This is an optimization exercise on Yosys and OpenROAD, whose aim is small area and a short achievable clock period, not a production implementation.
RTL that was checked went through simulation tests only; none was proved equivalent to the original.
No functional check of the RTL was part of runs 1 to 3.

==> flow/design.v, too long to show whole: its modules and the start of the top module <==
// module fc_neuron: 1238 lines
// module fc_neuron_fa: 10 lines
// module fc_neuron_and: 7 lines
// module fc_neuron_ha: 9 lines
module fc_neuron #(
    parameter int unsigned RELU_EN = 0
) (
    input  logic        clk,
    input  logic        rst,
    input  logic [63:0] pooledPixelArray,
    input  logic [63:0] weight,
    output logic [7:0]  result
);
  // ...
==> flow/flow/run.sh <==
#!/bin/bash
# Standard ORFS layout, except that:
# - the port buffers are the smallest plain buffer instead of the delay cell
#   buffer_ports picks by default;
# - the resizer's timing repair aims for 6.5 ns of setup slack, so that it
#   sizes up the critical paths although the design meets the clock.
set -euo pipefail
export BUFFER_PORTS_ARGS="-buffer_cell sky130_fd_sc_hd__buf_1"
export SETUP_SLACK_MARGIN=6.5
bash standard.sh > standard.log 2>&1
==> flow/standard.sh <==
#!/bin/bash
# synth_recipe.tcl (not shown) runs the flow's synth.tcl, then flattens the netlist and writes it again
# the make line also repeats each setting of config.mk as NAME=value (left out here)
make -C /OpenROAD-flow-scripts/flow DESIGN_CONFIG=/design/flow/config.mk WORK_HOME=/design/flow/orfs CLKGATE_MAP_FILE= SYNTH_SCRIPT=/design/flow/synth_recipe.tcl "${@:-finish}"
==> flow/config.mk <==
export PLATFORM = sky130hd
export DESIGN_NAME = fc_neuron
export DESIGN_NICKNAME = fc_neuron
export VERILOG_FILES = /design/flow/design.v
export SDC_FILE = /design/flow/constraint.sdc
export NUM_CORES = 4
export LEC_CHECK = 0
export ABC_AREA = 1
export CAP_MARGIN = 20
export CORE_MARGIN = 2
export CORE_UTILIZATION = 40
export CTS_BUF_LIST = sky130_fd_sc_hd__clkbuf_2 sky130_fd_sc_hd__clkbuf_4
export SLEW_MARGIN = 20
export SYNTH_HIERARCHICAL = 1
export SYNTH_MINIMUM_KEEP_SIZE = 0
==> flow/constraint.sdc <==
create_clock -name core_clock -period 15.0 [get_ports {clk}]
set_input_delay 3.0000 -clock core_clock [delete_from_list [all_inputs] [get_ports {clk}]]
set_output_delay 3.0000 -clock core_clock [all_outputs]
set_load 0.01 [all_outputs]
==> flow_summary.yaml, run 1 <==
sta:
  timing.hold.ws_ps: 3102
  min_period_over_period_pct: 56.28
  clock.fmax_mhz: 118.5
  fin_ws_ps: 6558
  slew_headroom_pct: 54.05
  worst_pin_slew_ps: 689.3
  setup_tns_ps: 0
outcome:
  outcome: "timing/DRC/antenna clean"
synthesis:
  synth_edf_count: 0
  synthAdderAreaFrac_pct: 77.01
  synth_cell_types: 14
  synth_nets: 1891
  synth.area.mux_share_pct: 0
  postSynth.asyncResetShare_pct: 0
  syn_inst: 1253
place:
  gp_congestion: 0.9949
  hpwl_um: 39520
  io_buffers: 137
cells_and_area:
  multi_input_area_share_pct: 83.21
  biggestRegsByFlops: "result_q (8)"
  buffers: 141
  sh_seq_area_pct: 1.033
  n_fill_cell: 2822
  fin_area_sq_mm: 0.01551
  multi_input_area_sq_mm: 0.01290
  regMostFlops: "result_q"
  largest_class: "multi-input gates"
clock_tree:
  post_cts_resized: 475
  cts_hold_buf: 0
  clk_pin_slew_worst_paths_ps: 50
  clkSinkCount: 8
worst_setup_path:
  crit_family: "adder cells"
  max_stage_delay_ps: 670
  start_kind: "primary input"
  cp_cell_sequence: "buf_12, nand2_4, fa_1, fa_2, fa_1, fa_2, fa_1, fa_2, fa_2, fa_1, fa_2, ha_4, nand2_4, nor3_4, nand4_4, nand2_2, inv_2, nand2_4, a21oi_1"
min_path:
  min_to: "result_q[0]"
floorplan:
  die_area_sq_mm: 0.03388
  ios: 138
drt:
  ant_nets: 0
  wl_met1_um: 17150
global_routing:
  use_met2_pct: 43.79
==> run 2, diff against run 1 <==
--- a/flow/design.v
+++ b/flow/design.v
@@ -1193,51 +1193,33 @@
     fc_neuron_fa u_fs489 (.a(fs488), .b(fc483), .c(fc484), .s(fs489), .co(fc489));
     fc_neuron_fa u_fs490 (.a(ni_nc92), .b(ni_ns94), .c(fs489), .s(fs490), .co(fc490));
     fc_neuron_fa u_fs491 (.a(fc485), .b(fs490), .c(fc486), .s(fs491), .co(fc491));
     fc_neuron_fa u_fs492 (.a(fc488), .b(ni_nc93), .c(ni_nc94), .s(fs492), .co(fc492));
     fc_neuron_fa u_fs493 (.a(fc489), .b(fs492), .c(fc490), .s(fs493), .co(fc493));
     logic [18:0] ra, rb;
     assign ra = {1'b1, fc492, fc491, fc487, fc479, fc471, fc455, fc431, fc400, fc362, fc318, fs318, hs269, fs221, fs181, fs149, fs125, fs108, fs98};
     assign rb = {1'b0, fc493, fs493, fs491, fs487, fs479, fs471, fs455, fs431, fs400, fs362, 1'b0, 1'b0, 1'b0, 1'b0, 1'b0, 1'b0, 1'b0, 1'b0};
-    logic [18:8] x, g;
-    logic [7:0]    u;
-    logic          c, u18;
-    logic          in_range;
-    always_comb begin
-        x = ra[18:8] ^ rb[18:8];
-        g = ra[18:8] & rb[18:8];
-        u = ra[7:0];
-        in_range = &x;
-        c = 1'b0;
-        for (int i = 8; i < 18; i++) begin
-            c = g[i] | (x[i] & c);
-        end
-        u18 = x[18] ^ c;
-    end
+    logic [7:0] d;
+    fc_neuron_sat u_sat (
+        .t   ({fc493, fc492, fs493, fc491, fs491, fc487, fs487, fc479, fs479, fc471, fs471, fc455, fs455, fc431, fs431, fc400, fs400, fc362, fs362, fc318}),
+        .u   (ra[7:0]),
+        .rst (rst),
+        .d   (d)
+    );
     logic [7:0] score;
     logic [7:0] result_q;
     always_comb begin
-        if (in_range) begin
-            score = {u[7], ~u[6:0]};
-        end else if (!u18) begin
-            score = 8'h80;
-        end else begin
-            score = 8'h7f;
-        end
+        score = d;
         if ((RELU_EN != 0) && score[7]) begin
             score = 8'h00;
         end
     end
     always_ff @(posedge clk) begin
-        if (rst) begin
-            result_q <= 8'h00;
-        end else begin
-            result_q <= score;
-        end
+        result_q <= score;
     end
     assign result = result_q;
 endmodule
 module fc_neuron_fa (
     input  logic a,
     input  logic b,
     input  logic c,
     output logic s,
@@ -1257,8 +1239,58 @@
     input  logic a,
     input  logic b,
     output logic s,
     output logic co
 );
     assign s  = a ^ b;
     assign co = a & b;
 endmodule
+module fc_neuron_sat (
+    input  logic [19:0] t,
+    input  logic [7:0]  u,
+    input  logic        rst,
+    output logic [7:0]  d
+);
+    logic [18:8] x, g;
+    logic          c, u18, in_range;
+    assign x[8] = t[0] ^ t[1];
+    assign g[8] = t[0] & t[1];
+    assign x[9] = t[2] ^ t[3];
+    assign g[9] = t[2] & t[3];
+    assign x[10] = t[4] ^ t[5];
+    assign g[10] = t[4] & t[5];
+    assign x[11] = t[6] ^ t[7];
+    assign g[11] = t[6] & t[7];
+    assign x[12] = t[8] ^ t[9];
+    assign g[12] = t[8] & t[9];
+    assign x[13] = t[10] ^ t[11];
+    assign g[13] = t[10] & t[11];
+    assign x[14] = t[12] ^ t[13];
+    assign g[14] = t[12] & t[13];
+    assign x[15] = t[14] ^ t[15];
+    assign g[15] = t[14] & t[15];
+    assign x[16] = t[16] ^ t[17];
+    assign g[16] = t[16] & t[17];
+    assign x[17] = t[18] ^ t[19];
+    assign g[17] = t[18] & t[19];
+    assign x[18] = 1'b1;
+    assign g[18] = 1'b0;
+    assign in_range = &x;
+    always_comb begin
+        c = 1'b0;
+        for (int i = 8; i < 18; i++) begin
+            c = g[i] | (x[i] & c);
+        end
+        u18 = x[18] ^ c;
+    end
+    always_comb begin
+        if (rst) begin
+            d = 8'h00;
+        end else if (in_range) begin
+            d = {u[7], ~u[6:0]};
+        end else if (!u18) begin
+            d = 8'h80;
+        end else begin
+            d = 8'h7f;
+        end
+    end
+endmodule
==> flow/flow/run.sh (replaced) <==
#!/bin/bash
# Standard ORFS layout, except that the port buffers are the smallest plain
# buffer instead of the delay cell buffer_ports picks by default.
set -euo pipefail
export BUFFER_PORTS_ARGS="-buffer_cell sky130_fd_sc_hd__buf_1"
bash standard.sh > standard.log 2>&1
==> run 2 against run 1 <==
Net effect: routed wire length fell by 2.0%; critical path depth rose by 6; still clean; synthesized area rose by 4.0%; cell area fell by 12%; core utilization fell by 8.1 points; global-route usage fell by 1.3 points; non-clock buffer count fell by 4; die area rose by 3.9%; worst hold slack got worse by 150 ps.
==> flow_summary.yaml, run 2 <==
cells_and_area:
  area_delta_synth_final_pct: 0.7605
  regMostFlops: "result_q"
  mostFrequentLayoutCells: "nand2_1 (526), fa_1 (484), buf_1 (137)"
  antenna_cells: 0
  multi_input_area_sq_mm: 0.01209
  final_common_cell: "nand2_1"
  ff_latch_area_sq_um: 160.2
  largest_reg_flops: 8
  fin_area_sq_mm: 0.01359
  biggestRegsByFlops: "result_q (8)"
  nets: 1915
  drive_gt1_share_pct: 0.4706
  n_fill_cell: 3292
clock_tree:
  clk_pin_slew_worst_paths_ps: 50
  post_cts_resized: 0
  max-clock-path-buffers: 2
  post_cts_buffers: 0
  clock-root-buffer: "clkbuf_4"
  numCtsBuffers: 3
  clkSinkCount: 8
  htreeDepth: 1
  cts_hold_buf: 0
  cts_tree: "built"
sta:
  setup_tns_ps: 0
  worst_pin_slew_ps: 746.2
  min_period_over_period_pct: 60.52
  slew_violations: 0
  rsz0062_at_grt: "no"
  slew_headroom_pct: 50.25
  finalSetupViolations: 0
  fin_crit_ps: 9078
  hold_violations: 0
  clock.fmax_mhz: 110.2
min_path:
  hold_class: "in -> reg"
  hold_path_depth: 2
synthesis:
  synth_top_area_share_pct: 71.82
  synthTopCellsByArea: "fa_1 (72%), nand2_1 (15%), buf_4 (6.6%)"
  synth-seq-area-share_pct: 1.187
  synth_cell_types: 14
  synth_most_common_cell: "nand2_1"
  synth_common_cells: "nand2_1 (526), fa_1 (484), buf_4 (119)"
  netlist_area_sq_mm: 0.01349
  syn_inst: 1263
  syn_avg_cell_area_sq_um: 10.68
  synth_nets: 1901
  yosysTopAreaCell: "fa_1"
  synth_edf_count: 0
  synthFlopType: "dfxtp_1"
  postSynth.asyncResetShare_pct: 0
  ys_ff_latch: 8
  ys_warn_count: 8
drt:
  drt_drc_violations_left: 0
  wl_met1_um: 17380
  ant_nets: 0
  vias_per_cell: 5.476
  wl_per_cell_um: 25.79
  wl_met3_um: 3722
  vias: 9435
  drt-total-wl_um: 44440
  first_pass_iters: 5
  met2_length_um: 20510
  top_layer: "met4"
  drtIter0Drc: 858
worst_setup_path:
  start_kind: "primary input"
  crit_start: "weight[35]"
  required_ps: 15190
  worstSetupPathType: "in -> reg"
  crit_arrival_ps: 9270
  end_kind: "register"
  max_stage_delay_ps: 540
  critPathSlowestCell: "fa_1"
  endpoint: "result_q[0]"
  worst-path-max-fanout: 8
floorplan:
  die_area_sq_mm: 0.03521
  dieHeight_um: 187.7
  rows: 67
  dieWidth_um: 187.7
  ios: 138
  core_area_sq_mm: 0.03336
  start_util_pct: 40.44
place:
  io_buffers: 137
  place_area_sq_mm: 0.01357
  gp_congestion: 0.9925
  hpwl_um: 40390
global_routing:
  antenna_found_initial: 0
  grt_pass1_vias: 10787
  grt_pass1_wl_um: 67130
  overflow: 0
  track_usage_pct: 26.08
  grt_max_degree: 9
outcome:
  outcome: "timing/DRC/antenna clean"
job:
  cap_violations: 0
## run 2: metrics by stage
stage,worst slack [ps],utilization [%],instances,hold WS (ps)
finish,5922,40.74,1723,2949
global route,5574,40.74,1723,2974
floorplan,6607,-,1263,3069
detailed placement,5676,40.68,1720,3205
global placement,5719,40.68,1720,3190
CTS,5937,40.74,1723,2938
## run 2: cells by family (layout without fill, tap and decap cells)
family | Yosys count | after routing | share of synthesized area [%]
simple gates | 548 | 548 | 15.39
compound gates | 4 | 4 | 0.1484
buf+inv | 195 | 207 | 9.237
fa+ha+maj | 508 | 508 | 74.04
flops | 8 | 8 | 1.187
## run 2: layer usage
metal  vias to the layer above  global-route usage (%)
li1                       3654                       -
met1                      5030                   36.58
met2                       637                   41.24
met3                       114                   1.928
met4                         0                   13.36
met5                         -                       0
## run 2: area by class of cell
cell class | count | area share (%)
clock buffers | 3 | 0.1657
well taps | 448 | 4.123
flip-flops and latches | 8 | 1.178
repair buffers | 137 | 3.783
inverters | 67 | 1.850
multi-input cells | 1060 | 88.90
## run 2: worst min path at each step
| stage | from | endpoint | slack (ps) |
|---|---|---|---|
| CTS | rst | result_q[7] | 2940 |
| global route | rst | result_q[7] | 2970 |
| detailed placement | rst | result_q[7] | 3200 |
| global placement | rst | result_q[7] | 3190 |
| floorplan | rst | result_q[7] | 3070 |
| finish | rst | result_q[7] | 2950 |
## run 2: worst max-delay path: cells and delay by family
kind	cells	cell delay, ps
buf+inv	1	490
simple gates	14	1090
fa+ha+maj	10	4650
## run 2: per-module statistics from Yosys (local to each module, per instance)
module,cell area [sq um],flip-flops and latches,cells inside,times used
fc_neuron_ha,12.51,0,1,5
fc_neuron,3388,8,710,1
fc_neuron_fa,20.02,0,1,484
fc_neuron_sat,351.6,0,64,1
==> run 3, diff against run 2 <==
--- a/flow/config.mk
+++ b/flow/config.mk
@@ -6,5 +6,5 @@
 export NUM_CORES = 4
 export LEC_CHECK = 0
-export ABC_AREA = 1
+export ABC_AREA = 0
 export CAP_MARGIN = 20
 export CORE_MARGIN = 2
==> run 3 against run 2 <==
Net effect: first-iteration DRC count is 7.2% higher; worst setup slack worse by 500 ps; critical path depth decreased by 8; non-clock buffer count is the same; global-route usage grew 1.3 points; synthesized cell count down 4.4%; die area shrank 3.3%; core utilization is 1.3 points higher; synthesized area shrank 3.3%; count of clock-buffer cells in the layout is the same; worst hold slack better by 270 ps; still clean.
==> flow_summary.yaml, run 3 <==
place:
  hpwl_um: 39760
  dp_cells: 1672
  gp_congestion: 0.9939
  io_buffers: 137
sta:
  slew_violations: 0
  slew_headroom_pct: 42.22
  fin_crit_ps: 9576
  clock.fmax_mhz: 104.4
  min_period_over_period_pct: 63.84
  worst_pin_slew_ps: 861.4
  setup_tns_ps: 0
  hold_violations: 0
  rsz0062_at_grt: "no"
  finalSetupViolations: 0
cells_and_area:
  nets: 1873
  n_fill_cell: 3147
  regMostFlops: "result_q"
  ff_latch_area_sq_um: 160.2
  area_delta_synth_final_pct: 3.991
  final_common_cell: "nand2_1"
  biggestRegsByFlops: "result_q (8)"
  multi_input_area_sq_mm: 0.01217
  antenna_cells: 0
  drive_gt1_share_pct: 0.4866
  largest_reg_flops: 8
  mostFrequentLayoutCells: "nand2_1 (496), fa_1 (484), buf_1 (137)"
  final_cells: 1675
  utilization_pct: 42.01
synthesis:
  synth-xor-area-share_pct: 0
  synth_nets: 1845
  synth_edf_count: 0
  synth_top_area_share_pct: 74.29
  synth_cell_types: 24
  synth-seq-area-share_pct: 1.228
  syn_avg_cell_area_sq_um: 10.81
  ys_ff_latch: 8
  synthTopCellsByArea: "fa_1 (74%), nand2_1 (14%), buf_2 (4.3%)"
  synth_most_common_cell: "nand2_1"
  synth-simple-area-share_pct: 15.52
  synthAdderAreaFrac_pct: 76.59
  ys_warn_count: 8
  synth_top_family_by_area: "adder cells"
  synth.area.mux_share_pct: 0
  yosysTopAreaCell: "fa_1"
  synth_common_cells: "nand2_1 (496), fa_1 (484), buf_2 (113)"
  synthFlopType: "dfxtp_1"
  postSynth.asyncResetShare_pct: 0
  synth_compound_area_share_pct: 1.199
  syn_inst: 1207
  netlist_area_sq_mm: 0.01304
floorplan:
  die_area_sq_mm: 0.03407
  core_area_sq_mm: 0.03229
  rows: 66
  dieWidth_um: 184.6
  start_util_pct: 40.39
  dieHeight_um: 184.6
  ios: 138
worst_setup_path:
  end_kind: "register"
  start_kind: "primary input"
  crit_arrival_ps: 9710
  cp_cell_sequence: "buf_1, nand2_1, fa_1, fa_1, fa_1, fa_1, fa_1, fa_1, inv_1, fa_1, fa_1, fa_1, ha_1, o21a_1, o21ai_0, o21ai_1, a221oi_1"
  crit_start: "pooledPixelArray[35]"
  required_ps: 15140
  max_stage_delay_ps: 610
  worstSetupPathType: "in -> reg"
  worst-path-max-fanout: 8
  critPathSlowestCell: "buf_1"
  path_common_cell: "fa_1"
job:
  cap_violations: 0
global_routing:
  antenna_found_initial: 0
  track_usage_pct: 27.43
  grt_pass1_wl_um: 66530
  grt_pass1_vias: 10623
  grt_max_degree: 11
  overflow: 0
min_path:
  hold_class: "in -> reg"
  min-delay-start: "rst"
clock_tree:
  numCtsBuffers: 3
  clkSinkCount: 8
  post_cts_resized: 0
  max-clock-path-buffers: 2
  post_cts_buffers: 0
  clock-root-buffer: "clkbuf_4"
  cts_tree: "built"
  clk_pin_slew_worst_paths_ps: 50
  htreeDepth: 1
  cts_hold_buf: 0
drt:
  ant_nets: 0
  vias: 9492
  wl_per_cell_um: 26.57
  drtIter0Drc: 920
  first_pass_iters: 5
  drt_drc_violations_left: 0
  drt-total-wl_um: 44500
  vias_per_cell: 5.667
outcome:
  outcome: "timing/DRC/antenna clean"
-- run 3: cell count changes in the layout (fill, tap and decap cells not counted), sizes merged, moves of 2 or more --
cell    change
nand2      -32
inv        -29
and2       +18
nor2       -16
a221oi      +7
a211oi      +3
nand3       -3
o21ai       +3
a21oi       -2
-- run 3: metal layers --
layer,share of wire (%),global-route usage [%],up-vias
met5,0,0,-
met4,6.7,15.14,0
met3,11,4.288,126
met2,45,41.58,734
met1,38,38.01,5033
li1,-,-,3599
-- run 3: kinds of logic (layout without fill, tap and decap cells) --
| family | after synthesis | in the layout |
|---|---|---|
| fa+ha+maj | 508 | 508 |
| buf+inv | 152 | 178 |
| simple gates | 519 | 519 |
| flops | 8 | 8 |
| compound gates | 20 | 20 |
-- run 3: worst paths after layout --
path,end,slack (ps),cells after the start
max,result_q[6],5420,17
min,result_q[7],3220,3
-- run 3: worst max-delay path: cells and delay by family --
family,cells,cell delay (ps)
AOI/OAI and AO/OA,4,1430
and+or+nand+nor,1,160
buffers and inverters,2,670
adders and majority gates,10,4440
-- run 3: per-module statistics from Yosys (local to each module, per instance) --
module         area (sq um)  cells inside  times used
fc_neuron              2937           677           1
fc_neuron_sat         354.1            41           1
fc_neuron_fa          20.02             1         484
fc_neuron_ha          12.51             1           5
-- run 3: area by class of cell --
cell class	instances	area share (%)
well taps	442	4.077
multi-input cells	1047	89.73
flip-flops and latches	8	1.181
inverters	38	1.052
clock buffers	3	0.1661
repair buffers	137	3.792
-- run 3: metrics by stage --
| stage | hold WS [ps] | worst slack, ps | area, sq um |
|---|---|---|---|
| after floorplan | 3304 | 6442 | 13040 |
| after detailed placement | 3392 | 5284 | 13540 |
| after global routing | 3243 | 5180 | 13560 |
| after global placement | 3391 | 5443 | 13540 |
| after CTS | 3209 | 5560 | 13560 |
| final | 3219 | 5424 | 13560 |
==> run 4, diff against run 3 <==
--- a/flow/design.v
+++ b/flow/design.v
@@ -1276,9 +1276,20 @@
     assign g[18] = 1'b0;
     assign in_range = &x;
+    logic [17:8] g1, p1;
+    logic          g2a, p2a, g2b, p2b, g3, g4;
     always_comb begin
-        c = 1'b0;
-        for (int i = 8; i < 18; i++) begin
-            c = g[i] | (x[i] & c);
+        for (int i = 8; i < 18; i += 2) begin
+            g1[i+1] = g[i+1] | (x[i+1] & g[i]);
+            p1[i+1] = x[i+1] & x[i];
+            g1[i]   = g[i];
+            p1[i]   = x[i];
         end
+        g2a = g1[11] | (p1[11] & g1[9]);
+        p2a = p1[11] & p1[9];
+        g2b = g1[15] | (p1[15] & g1[13]);
+        p2b = p1[15] & p1[13];
+        g3  = g2b | (p2b & g2a);
+        g4  = g1[17] | (p1[17] & g3);
+        c   = g4;
         u18 = x[18] ^ c;
     end
--- a/flow/config.mk
+++ b/flow/config.mk
@@ -6,9 +6,10 @@
 export NUM_CORES = 4
 export LEC_CHECK = 0
-export ABC_AREA = 0
+export ABC_AREA = 1
 export CAP_MARGIN = 20
 export CORE_MARGIN = 2
 export CORE_UTILIZATION = 40
 export CTS_BUF_LIST = sky130_fd_sc_hd__clkbuf_2 sky130_fd_sc_hd__clkbuf_4
+export PLACE_DENSITY = 0.8
 export SLEW_MARGIN = 20
 export SYNTH_HIERARCHICAL = 1
==> run 4 against run 3 <==
Net effect: maximum frequency rose by 5.9%; cell area increased by 0.32%; global-route usage down 2.1 points; critical path type unchanged; largest cell class unchanged; highest routed layer unchanged.
==> flow_summary.yaml, run 4 <==
outcome:
  outcome: "timing/DRC/antenna clean"
synthesis:
  postSynth.asyncResetShare_pct: 0
  synth_common_cells: "nand2_1 (526), fa_1 (484), buf_4 (119)"
  synth-seq-area-share_pct: 1.186
  ys_warn_count: 8
  synthTopCellsByArea: "fa_1 (72%), nand2_1 (15%), buf_4 (6.6%)"
  synthFlopType: "dfxtp_1"
  synth_nets: 1900
  synth_most_common_cell: "nand2_1"
  syn_inst: 1262
  netlist_area_sq_mm: 0.01350
  synth_cell_types: 13
  ys_ff_latch: 8
  yosysTopAreaCell: "fa_1"
  synth_edf_count: 0
  syn_avg_cell_area_sq_um: 10.70
  synth_top_area_share_pct: 71.75
worst_setup_path:
  worstSetupPathType: "in -> reg"
  path_common_cell: "fa_1"
  critPathSlowestCell: "buf_1"
  end_kind: "register"
  worst-path-max-fanout: 8
  cp_cell_sequence: "buf_1, nand2_1, fa_1, fa_1, fa_1, fa_1, fa_1, fa_1, inv_1, fa_1, fa_1, fa_1, ha_1, nand2_1, nor3_4, nand2_1, nand3_1, nand2_2, nand2_4, nor2_1"
  start_kind: "primary input"
  max_stage_delay_ps: 600
  crit_arrival_ps: 9180
  required_ps: 15140
sta:
  fin_crit_ps: 9039
  hold_violations: 0
  rsz0062_at_grt: "no"
  slew_headroom_pct: 44.85
  finalSetupViolations: 0
  slew_violations: 0
  min_period_over_period_pct: 60.26
  setup_tns_ps: 0
  clock.fmax_mhz: 110.6
  worst_pin_slew_ps: 827.2
global_routing:
  grt_pass1_vias: 11317
  grt_max_degree: 9
  overflow: 0
  antenna_found_initial: 0
  track_usage_pct: 25.31
  grt_pass1_wl_um: 66080
clock_tree:
  clk_pin_slew_worst_paths_ps: 50
  max-clock-path-buffers: 2
  cts_hold_buf: 0
  post_cts_buffers: 0
  clock-root-buffer: "clkbuf_4"
  clkSinkCount: 8
  post_cts_resized: 0
  cts_tree: "built"
  htreeDepth: 1
  numCtsBuffers: 3
floorplan:
  start_util_pct: 40.47
  ios: 138
  die_area_sq_mm: 0.03525
  rows: 67
  dieWidth_um: 187.7
  core_area_sq_mm: 0.03336
  dieHeight_um: 187.7
cells_and_area:
  nets: 1914
  area_delta_synth_final_pct: 0.7597
  fin_area_sq_mm: 0.01361
  regMostFlops: "result_q"
  n_fill_cell: 3221
  antenna_cells: 0
  ff_latch_area_sq_um: 160.2
  largest_reg_flops: 8
  mostFrequentLayoutCells: "nand2_1 (526), fa_1 (484), buf_1 (137)"
  final_common_cell: "nand2_1"
  drive_gt1_share_pct: 0.6279
  multi_input_area_sq_mm: 0.01210
  biggestRegsByFlops: "result_q (8)"
min_path:
  min-delay-start: "rst"
  hold_path_depth: 2
  min_to: "result_q[7]"
  hold_class: "in -> reg"
drt:
  ant_nets: 0
  first_pass_iters: 8
  drtIter0Drc: 1222
  vias_per_cell: 5.792
  wl_per_cell_um: 25.27
  vias: 9973
  drt_drc_violations_left: 0
  drt-total-wl_um: 43520
place:
  place_area_sq_mm: 0.01358
  hpwl_um: 38650
  io_buffers: 137
  gp_congestion: 1.010
job:
  cap_violations: 0
## run 4: final cells by class
class | instances | area share [%]
clock buffer | 3 | 0.1655
timing repair buffer | 137 | 3.779
sequential | 8 | 1.177
multi-input combinational | 1060 | 88.94
inverter | 66 | 1.821
tap | 448 | 4.120
## run 4: metal layers
layer	up-vias	share of wire, %	GRT usage (%)
met2	1005	45	38.66
met3	152	15	6.345
met5	-	0	0
met4	0	6.2	13.29
met1	5167	34	33.55
li1	3649	-	-
## run 4: metrics by stage
stage          utilization (%)  hold WS [ps]  instances  setup WS (ps)
4_1_cts                  40.78          2958       1722           6019
5_1_grt                  40.78          2993       1722           5733
2_1_floorplan                -          3069       1262           6715
3_5_place_dp             40.71          3219       1719           5761
6_report                 40.78          2959       1722           5961
3_3_place_gp             40.71          3194       1719           5866
## run 4: cells by family after synthesis
| kind of cell | after synthesis | synth area share, % |
|---|---|---|
| AND/OR/NAND/NOR | 548 | 15.49 |
| adder cells (fa/ha/maj) | 508 | 73.97 |
| buffers and inverters | 194 | 9.200 |
| flip-flops | 8 | 1.186 |
| AO/OA/AOI/OAI | 4 | 0.1483 |
## run 4: worst max-delay path by stage
stage | from | end | slack (ps) | cells past startpoint
6_report | weight[35] | result_q[6] | 5960 | 20
5_1_grt | weight[35] | result_q[5] | 5730 | 22
4_1_cts | weight[35] | result_q[6] | 6020 | 20
3_5_place_dp | weight[35] | result_q[6] | 5760 | 20
3_3_place_gp | pooledPixelArray[36] | result_q[1] | 5870 | 18
2_1_floorplan | pooledPixelArray[36] | result_q[0] | 6710 | 18
## run 4: per-module statistics from Yosys (local to each module, per instance)
module | flip-flops and latches | copies in the design
fc_neuron | 8 | 1
fc_neuron_ha | 0 | 5
fc_neuron_fa | 0 | 484
fc_neuron_sat | 0 | 1
## run 4: critical path: cells and delay by family
family / cells / cell delay (ps)
buffers and inverters: 2 / 710
AND/OR/NAND/NOR: 8 / 1090
adder cells (fa/ha/maj): 10 / 4360
==> run 5, diff against run 4 <==
--- a/flow/config.mk
+++ b/flow/config.mk
@@ -11,5 +11,4 @@
 export CORE_UTILIZATION = 40
 export CTS_BUF_LIST = sky130_fd_sc_hd__clkbuf_2 sky130_fd_sc_hd__clkbuf_4
-export PLACE_DENSITY = 0.8
 export SLEW_MARGIN = 20
 export SYNTH_HIERARCHICAL = 1
==> run 5 against run 4 <==
Net effect: maximum frequency is 1.0% higher; non-clock buffer count is 1 higher; still clean.
==> flow_summary.yaml, run 5 <==
cells_and_area:
  antenna_cells: 0
  final_common_cell: "nand2_1"
  nets: 1915
  largest_reg_flops: 8
  n_fill_cell: 3341
  area_delta_synth_final_pct: 0.8153
  biggestRegsByFlops: "result_q (8)"
  drive_gt1_share_pct: 0.7059
  regMostFlops: "result_q"
  utilization_pct: 40.80
  mostFrequentLayoutCells: "nand2_1 (526), fa_1 (484), buf_1 (137)"
synthesis:
  synth_common_cells: "nand2_1 (526), fa_1 (484), buf_4 (119)"
  synthFlopType: "dfxtp_1"
  synth-xor-area-share_pct: 0
  synth_edf_count: 0
  synth_top_area_share_pct: 71.75
  synth_cell_types: 13
  postSynth.asyncResetShare_pct: 0
  synthTopCellsByArea: "fa_1 (72%), nand2_1 (15%), buf_4 (6.6%)"
  synth_most_common_cell: "nand2_1"
  ys_warn_count: 8
  ys_ff_latch: 8
  synthAdderAreaFrac_pct: 73.97
  netlist_area_sq_mm: 0.01350
  synth_compound_area_share_pct: 0.1482
  syn_inst: 1262
  synth_top_family_by_area: "adder cells"
  yosysTopAreaCell: "fa_1"
  synth_nets: 1900
  synth.area.mux_share_pct: 0
  synth-seq-area-share_pct: 1.186
  synth-simple-area-share_pct: 15.49
  syn_avg_cell_area_sq_um: 10.70
outcome:
  outcome: "timing/DRC/antenna clean"
worst_setup_path:
  end_kind: "register"
  crit_arrival_ps: 9130
  required_ps: 15190
  worst-path-max-fanout: 8
  worstSetupPathType: "in -> reg"
  start_kind: "primary input"
drt:
  ant_nets: 0
  wl_per_cell_um: 25.78
  drt-total-wl_um: 44410
  vias_per_cell: 5.566
  drt_drc_violations_left: 0
  first_pass_iters: 5
  drtIter0Drc: 828
  vias: 9590
sta:
  rsz0062_at_grt: "no"
  min_period_over_period_pct: 59.64
  clock.fmax_mhz: 111.8
  finalSetupViolations: 0
  timing.hold.ws_ps: 2939
  fin_crit_ps: 8946
  fin_ws_ps: 6054
  slew_headroom_pct: 49.67
  worst_pin_slew_ps: 754.9
  setup_tns_ps: 0
  slew_violations: 0
  hold_violations: 0
global_routing:
  antenna_found_initial: 0
  grt_pass1_vias: 10911
  grt_pass1_wl_um: 67410
  track_usage_pct: 26.06
  overflow: 0
  grt_max_degree: 9
floorplan:
  ios: 138
  core_area_sq_mm: 0.03336
  rows: 67
  dieHeight_um: 187.7
  die_area_sq_mm: 0.03525
  dieWidth_um: 187.7
  start_util_pct: 40.47
min_path:
  min_to: "result_q[7]"
  min-delay-start: "rst"
  hold_class: "in -> reg"
  hold_path_depth: 2
clock_tree:
  clkSinkCount: 8
  post_cts_resized: 0
  numCtsBuffers: 3
  clock-root-buffer: "clkbuf_4"
  cts_tree: "built"
  max-clock-path-buffers: 2
  clk_pin_slew_worst_paths_ps: 60
  post_cts_buffers: 0
  htreeDepth: 1
  cts_hold_buf: 0
place:
  place_ws_ps: 5841
  hpwl_um: 39790
  gp_congestion: 0.9785
  io_buffers: 137
job:
  cap_violations: 0
## run 5: cell counts after synthesis
No cell type changed its count.
## run 5: how the worst max path moves through the flow
stage               slack (ps)           to                 start  cells after the start
finish                    6050  result_q[2]  pooledPixelArray[37]                     18
global route              5770  result_q[0]            weight[51]                     18
CTS                       6100  result_q[2]  pooledPixelArray[37]                     18
detailed placement        5840  result_q[2]  pooledPixelArray[37]                     18
global placement          5910  result_q[6]  pooledPixelArray[36]                     19
floorplan                 6710  result_q[0]  pooledPixelArray[36]                     18
## run 5: metrics by stage
step,instances,area [sq um]
2_1_floorplan,1262,13500
3_3_place_gp,1720,13590
3_5_place_dp,1720,13590
4_1_cts,1723,13610
5_1_grt,1723,13610
6_report,1723,13610
## run 5: kinds of logic after synthesis
family	count (synthesis)
adder cells (fa/ha/maj)	508
AND/OR/NAND/NOR	548
AO/OA/AOI/OAI	4
buffers and inverters	194
flip-flops	8
## run 5: per-module statistics from Yosys, one instance, submodules excluded
module         cells  flip-flops and latches  area (sq um)  copies in the design
fc_neuron_fa       1                       0         20.02                   484
fc_neuron        710                       8          3388                     1
fc_neuron_ha       1                       0         12.51                     5
fc_neuron_sat     63                       0         364.1                     1
## run 5: worst max-delay path, cell delays in order
cell and delay (ps):
buf_1 540, nand2_1 200, fa_1 560, fa_1 460, fa_1 470, fa_1 520, fa_1 480, fa_1 460
fa_1 430, fa_1 410, fa_1 540, ha_1 330, nand2_1 70, nor2_1 230, nand2_4 120, nand2_2 120
nand2_4 80, nor2_1 100
## run 5: layout make-up
cell class	instances	area, sq um	area share (%)
Clock buffer	3	22.52	0.1654
Inverter	66	247.7	1.820
Multi-Input combinational cell	1060	12100	88.89
Sequential cell	8	160.2	1.176
Tap cell	448	560.5	4.117
Timing Repair Buffer	138	521.8	3.832
## run 5: routing by layer
layer / up-vias / wire length, um / track usage (%)
met4: 0 / 2522 / 12.45
met1: 5146 / 16830 / 35.87
met2: 686 / 20710 / 41.30
li1: 3650 / - / -
met5: - / 0 / 0
met3: 108 / 4347 / 3.331
==> run 6, diff against run 5 <==
--- a/flow/config.mk
+++ b/flow/config.mk
@@ -11,5 +11,5 @@
 export CORE_UTILIZATION = 40
 export CTS_BUF_LIST = sky130_fd_sc_hd__clkbuf_2 sky130_fd_sc_hd__clkbuf_4
-export SLEW_MARGIN = 20
+export SLEW_MARGIN = 65
 export SYNTH_HIERARCHICAL = 1
 export SYNTH_MINIMUM_KEEP_SIZE = 0
==> run 6 against run 5 <==
Net effect: synthesized cell count unchanged; worst hold slack improved by 14 ps; via count shrank 0.25%; cell area up 0.93%; sequential cell count did not move; cell count is 0.12% higher; first-iteration DRC count rose by 21%; worst setup slack better by 85 ps; non-clock buffer count up 2; largest cell class unchanged.
==> flow_summary.yaml, run 6 <==
outcome:
  outcome: "timing/DRC/antenna clean"
synthesis:
  synth_most_common_cell: "nand2_1"
  synth-seq-area-share_pct: 1.186
  postSynth.asyncResetShare_pct: 0
  synth_common_cells: "nand2_1 (526), fa_1 (484), buf_4 (119)"
  ys_warn_count: 8
  netlist_area_sq_mm: 0.01350
  syn_avg_cell_area_sq_um: 10.70
  synth_nets: 1900
  ys_ff_latch: 8
  syn_inst: 1262
  synth_cell_types: 13
  synthTopCellsByArea: "fa_1 (72%), nand2_1 (15%), buf_4 (6.6%)"
  synth_top_area_share_pct: 71.75
  synth_edf_count: 0
  yosysTopAreaCell: "fa_1"
  synthFlopType: "dfxtp_1"
clock_tree:
  clk_pin_slew_worst_paths_ps: 50
  cts_hold_buf: 0
  numCtsBuffers: 3
  max-clock-path-buffers: 2
  cts_tree: "built"
  htreeDepth: 1
  clock-root-buffer: "clkbuf_4"
  post_cts_resized: 0
  post_cts_buffers: 0
  clkSinkCount: 8
place:
  io_buffers: 137
  dp_cells: 1721
  gp_congestion: 0.9785
  hpwl_um: 40060
  place_ws_ps: 5880
sta:
  hold_violations: 0
  slew_headroom_pct: 63.67
  rsz0062_at_grt: "no"
  fin_ws_ps: 6139
  finalSetupViolations: 0
  fin_crit_ps: 8861
  slew_violations: 0
  min_period_over_period_pct: 59.07
  worst_pin_slew_ps: 545.0
  clock.fmax_mhz: 112.9
  setup_tns_ps: 0
worst_setup_path:
  path_common_cell: "fa_1"
  max_stage_delay_ps: 630
  start_kind: "primary input"
  end_kind: "register"
  worstSetupPathType: "in -> reg"
  critPathSlowestCell: "fa_1"
  crit_arrival_ps: 9000
  crit_family: "adder cells"
  crit_start: "pooledPixelArray[1]"
  required_ps: 15140
  worst-path-max-fanout: 8
  cp_cell_sequence: "buf_1, nand2_1, fa_1, fa_1, fa_1, fa_1, fa_1, fa_1, fa_1, fa_1, fa_1, ha_1, nand2_1, nor3_4, nand2_1, nand3_1, nand2_2, nand2_4, nor2_1"
  path_buf_inv: 1
drt:
  drt_drc_violations_left: 0
  vias: 9566
  first_pass_iters: 5
  drtIter0Drc: 1003
  wl_per_cell_um: 25.85
  drt-total-wl_um: 44600
  vias_per_cell: 5.546
  ant_nets: 0
global_routing:
  grt_pass1_vias: 11006
  antenna_found_initial: 0
  grt_use_met3_pct: 4.230
  track_usage_pct: 26.34
  overflow: 0
  use_met2_pct: 40.90
  grt_pass1_wl_um: 67980
  grt_max_degree: 9
  globalRoute.busiestLayer: "met2"
  grt.met1_usage_pct: 35.63
floorplan:
  die_area_sq_mm: 0.03525
  rows: 67
  dieHeight_um: 187.7
  start_util_pct: 40.47
  core_area_sq_mm: 0.03336
  ios: 138
  dieWidth_um: 187.7
cells_and_area:
  regMostFlops: "result_q"
  drive_gt1_share_pct: 7.987
  multi_input_area_sq_mm: 0.01211
  antenna_cells: 0
  final_common_cell: "nand2_1"
  final_cells: 1725
  area_delta_synth_final_pct: 1.751
  utilization_pct: 41.18
  ff_latch_area_sq_um: 160.2
  mostFrequentLayoutCells: "nand2_1 (526), fa_1 (484), inv_1 (66)"
  n_fill_cell: 3292
  largest_reg_flops: 8
  nets: 1917
  biggestRegsByFlops: "result_q (8)"
job:
  cap_violations: 0
min_path:
  min-delay-start: "rst"
  hold_class: "in -> reg"
-- run 6: cell counts after synthesis --
No cell type changed its count.
-- run 6: per-module statistics from Yosys (local to each module, per instance) --
module / area (sq um) / flops+latches / copies in the design
fc_neuron: 3388 / 8 / 1
fc_neuron_ha: 12.51 / 0 / 5
fc_neuron_fa: 20.02 / 0 / 484
fc_neuron_sat: 364.1 / 0 / 1
-- run 6: cell families (layout without fill, tap and decap cells) --
logic type	Yosys count	in the layout	share of synthesized area, %
DFF	8	8	1.186
adders and majority gates	508	508	73.97
and+or+nand+nor	548	548	15.49
AOI/OAI and AO/OA	4	4	0.1483
buffers and inverters	194	209	9.200
-- run 6: routing by layer --
metal	up-vias	wire, um	part of all wire, %
met3	123	4663	10
met2	702	20380	46
met4	0	3086	6.9
li1	3655	-	-
met1	5086	16460	37
met5	-	0	0
-- run 6: stage by stage --
step / instance area (sq um) / hold WS, ps
2_1_floorplan: 13500 / 3069
3_3_place_gp: 13590 / 3195
3_5_place_dp: 13660 / 3211
4_1_cts: 13690 / 2953
5_1_grt: 13740 / 2975
6_report: 13740 / 2953
-- run 6: layout make-up --
| cell class | instances | share of cell area, % |
|---|---|---|
| Sequential cell | 8 | 1.166 |
| Multi-Input combinational cell | 1060 | 88.10 |
| Tap cell | 448 | 4.079 |
| Clock buffer | 3 | 0.1639 |
| Inverter | 66 | 1.803 |
| Timing Repair Buffer | 140 | 4.689 |
-- run 6: worst paths after layout --
| kind | to | depth (start not counted) |
|---|---|---|
| min | result_q[7] | 2 |
| max | result_q[4] | 19 |

-- afterwards: timing with drivers on the ports --
In the flow no input, the clock included, has a driving cell. The finished layouts below were timed again as built, in two steps.
Step 1 assumes that a clkbuf_16 drives the clock port and a buf_2 every other input.
Step 2 adds t to the input delays and takes it off the output delays; t is the mean of the earliest and latest rising clock arrival at the registers after step 1. Input paths then give back, and output paths get back, about the clock's delay inside the block.
a / b / c = ideal ports / drivers / drivers and shift; a / b = the first two.
run | t (ns) | setup slack, ns | latest minus earliest clock arrival (ns) | slew at the worst register clock pin (ns)
run 1 | 0.263 | 6.558 / 6.498 / 6.235 | 0.000 / 0.000 | 0.05 / 0.05
run 2 | 0.268 | 5.922 / 5.915 / 5.647 | 0.002 / 0.002 | 0.05 / 0.05
run 3 | 0.265 | 5.424 / 5.412 / 5.147 | 0.001 / 0.001 | 0.05 / 0.05
run 4 | 0.273 | 5.961 / 5.949 / 5.676 | 0.001 / 0.000 | 0.05 / 0.05
run 5 | 0.266 | 6.054 / 6.047 / 5.781 | 0.008 / 0.008 | 0.06 / 0.06
run 6 | 0.263 | 6.139 / 6.132 / 5.869 | 0.003 / 0.003 | 0.05 / 0.05
After both steps setup and hold are still met in every run listed. The setup slack of run 1, which loses most, moves by -0.060 ns with the drivers and by -0.323 ns with both steps.
